What follows belongs to an exercise in optimizing a design on an open flow for small area, a short achievable clock period and few clock cycles per item; a production flow would make more cautious choices.
In this exercise RTL edits were held to simulation tests only and were not proved equivalent to the original.
Power figures rest on the tool's default switching activity, not on a simulated workload.

==> inputs of 07-12 <==
## cory_vtap2
module cory_vtap2 #(
  parameter int N = 8,
  parameter int W = 8
) (
  input  logic         clk,
  input  logic         reset,
  input  logic         i_a_v,
  input  logic [N-1:0] i_a_d,
  input  logic         i_a_last_x,
  input  logic         i_a_last_y,
  output logic         o_a_r,
  output logic         o_z_v,
  output logic [N-1:0] o_z_d,
  output logic [N-1:0] o_z_up,
  output logic         o_z_up_v,
  output logic         o_z_last_x,
  output logic         o_z_last_y,
  input  logic         i_z_r
);
==> module cory_vtap2, before the edit <==
module cory_vtap2 #(
  parameter int N = 8,
  parameter int W = 8
) (
  input  logic         clk,
  input  logic         reset,
  input  logic         i_a_v,
  input  logic [N-1:0] i_a_d,
  input  logic         i_a_last_x,
  input  logic         i_a_last_y,
  output logic         o_a_r,
  output logic         o_z_v,
  output logic [N-1:0] o_z_d,
  output logic [N-1:0] o_z_up,
  output logic         o_z_up_v,
  output logic         o_z_last_x,
  output logic         o_z_last_y,
  input  logic         i_z_r
);
  localparam int NG = W - 3;
  logic          step_q;           
  logic          step_d;
  logic          acc, del;
  logic         ar_q;
  logic         iv0_q, iv0_d;
  logic [N-1:0] id0_q;
  logic         ix0_q, iy0_q;
  assign o_a_r = ar_q;
  assign acc   = i_a_v & ar_q;
  assign iv0_d = (iv0_q & ~step_q) | acc;
  always_ff @(posedge clk) begin
    if (reset) begin
      ar_q  <= 1'b1;
      iv0_q <= 1'b0;
    end else begin
      ar_q  <= ~iv0_d | step_d;
      iv0_q <= iv0_d;
    end
  end
  always_ff @(posedge clk) begin
    if (ar_q) begin
      id0_q <= i_a_d; ix0_q <= i_a_last_x; iy0_q <= i_a_last_y;
    end
  end
  logic         ov0_q, ov1_q, ov1_d;
  logic [N-1:0] od0_q, ou0_q;
  logic         ouv0_q, ox0_q, oy0_q;
  logic [N-1:0] r_up;
  logic         row0_q;
  logic [N-1:0] rd;
  assign r_up = row0_q ? '0 : rd;
  assign del  = ov0_q & i_z_r;
  assign ov1_d = del ? (ov1_q & step_q) : (ov1_q | (ov0_q & step_q));
  always_ff @(posedge clk) begin
    if (reset) begin
      ov0_q <= 1'b0;
      ov1_q <= 1'b0;
    end else begin
      ov0_q <= del ? (ov1_q | step_q) : (ov0_q | step_q);
      ov1_q <= ov1_d;
    end
  end
  localparam int OW = 2 * N + 3;
  logic [OW-1:0] o0_q, o1_q, o_new, o0_src;
  logic          o0_ld;
  assign o_new  = {id0_q, r_up, ~row0_q, ix0_q, iy0_q};
  assign o0_ld  = del | ~ov0_q;
  assign o0_src = (del & ov1_q) ? o1_q : o_new;
  always_ff @(posedge clk) begin
    o0_q <= o0_q ^ ({OW{o0_ld}} & (o0_q ^ o0_src));
    if (del | ~ov1_q) o1_q <= o_new;
  end
  assign {od0_q, ou0_q, ouv0_q, ox0_q, oy0_q} = o0_q;
  assign o_z_v      = ov0_q;
  assign o_z_d      = od0_q;
  assign o_z_up     = ou0_q;
  assign o_z_up_v   = ouv0_q;
  assign o_z_last_x = ox0_q;
  assign o_z_last_y = oy0_q;
  logic [NG-1:0] cg_q, cg_d;       
  logic [NG-1:0] pen;              
  logic          st_q, st_d;       
  logic          ge_q, ge_d;       
  logic [NG-1:0] al_d;             
  logic [NG-1:0] rot_q, rot_d;     
  logic [N-1:0]  head [NG];
  always_comb begin
    cg_d  = cg_q;
    st_d  = st_q;
    ge_d  = ge_q;
    if (step_q) begin
      if (ix0_q) cg_d = NG'(1);
      else if (ge_q) cg_d = {cg_q[NG-2:0], cg_q[NG-1]};
      st_d = ix0_q | ge_q;
      ge_d = ~ix0_q & ~ge_q & |(cg_q & pen);
    end
    step_d = iv0_d & ~ov1_d & (~st_d | |(cg_d & al_d));
    for (int k = 0; k < NG; k++)
      rot_d[k] = (step_d & cg_d[k]) | (~al_d[k] & ~(cg_d[k] & ~st_d));
    rd = '0;
    for (int k = 0; k < NG; k++) if (cg_q[k]) rd = rd | head[k];
  end
  always_ff @(posedge clk) begin
    if (reset) begin
      cg_q   <= NG'(1);
      st_q   <= 1'b1;
      ge_q   <= 1'b0;
      row0_q <= 1'b1;
      step_q <= 1'b0;
      rot_q  <= '0;
    end else begin
      cg_q   <= cg_d;
      st_q   <= st_d;
      ge_q   <= ge_d;
      step_q <= step_d;
      rot_q  <= rot_d;
      if (step_q & ix0_q) row0_q <= iy0_q;
    end
  end
  for (genvar k = 0; k < NG; k++) begin : g_grp
    localparam int SB = (k == 0) ? 4 : k + 3;    
    localparam int S  = 1 << SB;
    logic [SB-1:0] off_q;
    logic [N-1:0]  m_q [S];
    assign al_d[k]  = rot_q[k] ? (off_q == '1) : (off_q == '0);
    assign pen[k]   = (off_q == SB'(S - 2));
    assign head[k]  = m_q[0];
    always_ff @(posedge clk) begin
      if (reset) off_q <= '0;
      else if (rot_q[k]) off_q <= off_q + 1'b1;
    end
    always_ff @(posedge clk) begin
      if (rot_q[k]) begin
        for (int i = 0; i < S - 1; i++) m_q[i] <= m_q[i+1];
        m_q[S-1] <= (step_q & cg_q[k]) ? id0_q : m_q[0];
      end
    end
  end
endmodule
clock: 3.3 ns
lec_check: 0
abc_clock_period_in_ps: 2000
cap_margin: 20
core_margin: 2
core_utilization: 40
cts_cluster_diameter: 100
cts_cluster_size: 30
setup_slack_margin: 1.5
slew_margin: 20
run.sh (not shown) runs the stock make flow with config.mk's settings and CLKGATE_MAP_FILE= SYNTH_SCRIPT=/design/flow/synth_recipe.tcl, a recipe that flattens the netlist after the stock synthesis.
==> inputs of 02-25, as changes to 07-12 <==
CTS_CLUSTER_DIAMETER = 150   (was 100)
CTS_CLUSTER_SIZE = 28   (was 30)
==> inputs of 09-17, as changes to 07-12 <==
--- a/flow/design.v
+++ b/flow/design.v
@@ -21,11 +21,18 @@
   logic          step_q;           
-  logic          step_d;
   logic          acc, del;
   logic         ar_q;
-  logic         iv0_q, iv0_d;
-  logic [N-1:0] id0_q;
-  logic         ix0_q, iy0_q;
+  logic         iv0_q, iv1_q, iv0_d, iv1_d;
+  logic [N-1:0] id0_q, id1_q;
+  logic         ix0_q, ix1_q, iy0_q, iy1_q;
   assign o_a_r = ar_q;
   assign acc   = i_a_v & ar_q;
-  assign iv0_d = (iv0_q & ~step_q) | acc;
+  always_comb begin
+    if (step_q) begin
+      iv0_d = iv1_q | acc;
+      iv1_d = iv1_q & acc;
+    end else begin
+      iv0_d = iv0_q | acc;
+      iv1_d = iv1_q | (iv0_q & acc);
+    end
+  end
   always_ff @(posedge clk) begin
@@ -34,5 +41,7 @@
       iv0_q <= 1'b0;
+      iv1_q <= 1'b0;
     end else begin
-      ar_q  <= ~iv0_d | step_d;
+      ar_q  <= ~iv1_d;
       iv0_q <= iv0_d;
+      iv1_q <= iv1_d;
     end
@@ -40,4 +49,16 @@
   always_ff @(posedge clk) begin
-    if (ar_q) begin
-      id0_q <= i_a_d; ix0_q <= i_a_last_x; iy0_q <= i_a_last_y;
+    if (step_q) begin
+      if (iv1_q) begin
+        id0_q <= id1_q; ix0_q <= ix1_q; iy0_q <= iy1_q;
+      end else begin
+        id0_q <= i_a_d; ix0_q <= i_a_last_x; iy0_q <= i_a_last_y;
+      end
+      id1_q <= i_a_d; ix1_q <= i_a_last_x; iy1_q <= i_a_last_y;
+    end else begin
+      if (~iv0_q) begin
+        id0_q <= i_a_d; ix0_q <= i_a_last_x; iy0_q <= i_a_last_y;
+      end
+      if (~iv1_q) begin
+        id1_q <= i_a_d; ix1_q <= i_a_last_x; iy1_q <= i_a_last_y;
+      end
     end
@@ -45,4 +66,4 @@
   logic         ov0_q, ov1_q, ov1_d;
-  logic [N-1:0] od0_q, ou0_q;
-  logic         ouv0_q, ox0_q, oy0_q;
+  logic [N-1:0] od0_q, od1_q, ou0_q, ou1_q;
+  logic         ouv0_q, ouv1_q, ox0_q, ox1_q, oy0_q, oy1_q;
   logic [N-1:0] r_up;
@@ -62,13 +83,24 @@
   end
-  localparam int OW = 2 * N + 3;
-  logic [OW-1:0] o0_q, o1_q, o_new, o0_src;
-  logic          o0_ld;
-  assign o_new  = {id0_q, r_up, ~row0_q, ix0_q, iy0_q};
-  assign o0_ld  = del | ~ov0_q;
-  assign o0_src = (del & ov1_q) ? o1_q : o_new;
   always_ff @(posedge clk) begin
-    o0_q <= o0_q ^ ({OW{o0_ld}} & (o0_q ^ o0_src));
-    if (del | ~ov1_q) o1_q <= o_new;
+    if (del) begin
+      if (ov1_q) begin
+        od0_q <= od1_q; ou0_q <= ou1_q; ouv0_q <= ouv1_q;
+        ox0_q <= ox1_q; oy0_q <= oy1_q;
+      end else begin
+        od0_q <= id0_q; ou0_q <= r_up; ouv0_q <= ~row0_q;
+        ox0_q <= ix0_q; oy0_q <= iy0_q;
+      end
+      od1_q <= id0_q; ou1_q <= r_up; ouv1_q <= ~row0_q;
+      ox1_q <= ix0_q; oy1_q <= iy0_q;
+    end else begin
+      if (~ov0_q) begin
+        od0_q <= id0_q; ou0_q <= r_up; ouv0_q <= ~row0_q;
+        ox0_q <= ix0_q; oy0_q <= iy0_q;
+      end
+      if (~ov1_q) begin
+        od1_q <= id0_q; ou1_q <= r_up; ouv1_q <= ~row0_q;
+        ox1_q <= ix0_q; oy1_q <= iy0_q;
+      end
+    end
   end
-  assign {od0_q, ou0_q, ouv0_q, ox0_q, oy0_q} = o0_q;
   assign o_z_v      = ov0_q;
@@ -79,4 +111,4 @@
   assign o_z_last_y = oy0_q;
+  logic [W-1:0]  col_q, col_d;
   logic [NG-1:0] cg_q, cg_d;       
-  logic [NG-1:0] pen;              
   logic          st_q, st_d;       
@@ -85,4 +117,6 @@
   logic [NG-1:0] rot_q, rot_d;     
+  logic          step_d;
   logic [N-1:0]  head [NG];
   always_comb begin
+    col_d = col_q;
     cg_d  = cg_q;
@@ -91,6 +125,13 @@
     if (step_q) begin
-      if (ix0_q) cg_d = NG'(1);
-      else if (ge_q) cg_d = {cg_q[NG-2:0], cg_q[NG-1]};
+      if (ix0_q) begin
+        col_d = '0;
+        cg_d  = NG'(1);
+      end else begin
+        col_d = col_q + 1'b1;
+        if (ge_q) cg_d = {cg_q[NG-2:0], cg_q[NG-1]};
+      end
       st_d = ix0_q | ge_q;
-      ge_d = ~ix0_q & ~ge_q & |(cg_q & pen);
+      ge_d = 1'b0;
+      for (int k = 0; k < NG; k++)
+        if (col_d == W'((k == 0) ? 15 : (2 << (k + 3)) - 1)) ge_d = 1'b1;
     end
@@ -104,2 +145,3 @@
     if (reset) begin
+      col_q  <= '0;
       cg_q   <= NG'(1);
@@ -111,2 +153,3 @@
     end else begin
+      col_q  <= col_d;
       cg_q   <= cg_d;
@@ -125,3 +168,2 @@
     assign al_d[k]  = rot_q[k] ? (off_q == '1) : (off_q == '0);
-    assign pen[k]   = (off_q == SB'(S - 2));
     assign head[k]  = m_q[0];
CORE_UTILIZATION = 65   (was 40)
CTS_CLUSTER_DIAMETER = not set   (was 100)
CTS_CLUSTER_SIZE = not set   (was 30)
SETUP_SLACK_MARGIN = 1.3   (was 1.5)
==> reports/summary.txt <==
Post-Syn Nets = 2460
Fin util = 0.440
Die W = 410 um
Run status = finished clean
Clock-cell share = 0.0317
Worst setup margin = 1350 ps
Post-detailed-placement half-perimeter wirelength = 39.1 mm
# placed instances = 4654
Final period utilization = 0.592
Number of tap cells added at floorplan = 2189
Beginning of the critical path = g_grp[2].m_q[0][0]
That was 07-12.
==> reports/summary.txt <==
Worst setup margin = 1370 ps
Post-Syn Nets = 2460
# placed instances = 4654
Final period utilization = 0.586
Run status = finished clean
Fin util = 0.440
Number of tap cells added at floorplan = 2189
Beginning of the critical path = ar_q
Die W = 410 um
Buffer count excluding the clock tree in the final layout = 89
Post-detailed-placement half-perimeter wirelength = 39.1 mm
Largest Pwr Group = sequential cells
That was 02-25.
==> reports/summary.txt <==
Post-detailed-placement half-perimeter wirelength = 41.5 mm
# placed instances = 3985
Seq. cell area = 64000 sq um
Total power divided by cell area = 915 nW/um^2
Beginning of the critical path = od0_q[7]
Worst setup margin = 1150 ps
Clock-cell share = 0.0816
Fin util = 0.739
Antenna fix cells = 3
Number of global-route vias before repair = 23500
Run status = finished clean
Die W = 325 um
That was 09-17.
Testbench counts of 07-12, summed over its fixed seeds: cycles 43,876, items 43,860.
Testbench counts of 02-25, summed over its fixed seeds: cycles 43,876, items 43,860.
Testbench counts of 09-17, summed over its fixed seeds: cycles 43,876, items 43,860.

## separate check: timing with driven ports
The flow's constraints put no driver on any port. The routed layouts listed below were extracted and timed again, unchanged, in two steps. Step 1, drivers: a clkbuf_16 drives clk and a buf_2 each remaining input, both assumed. Step 2, shift: input delay + t, output delay - t, t = (earliest + latest rising clock arrival at the registers) / 2. This alone moves slack from input paths to output paths. Three values: ideal ports, drivers, drivers and shift; two values: the first two.
run | shift t [ns] | setup slack, ns | cell pins on the clock port's net
07-12 | 0.770 | 1.347 / 1.281 / 0.882 | 1
02-25 | 0.773 | 1.366 / 1.289 / 0.853 | 1
09-17 | 0.814 | 1.147 / 1.081 / 0.701 | 1
After both steps setup and hold are still met in every run listed. For 02-25, which loses most, drivers alone change the setup slack by -0.077 ns; drivers and shift together by -0.513 ns.
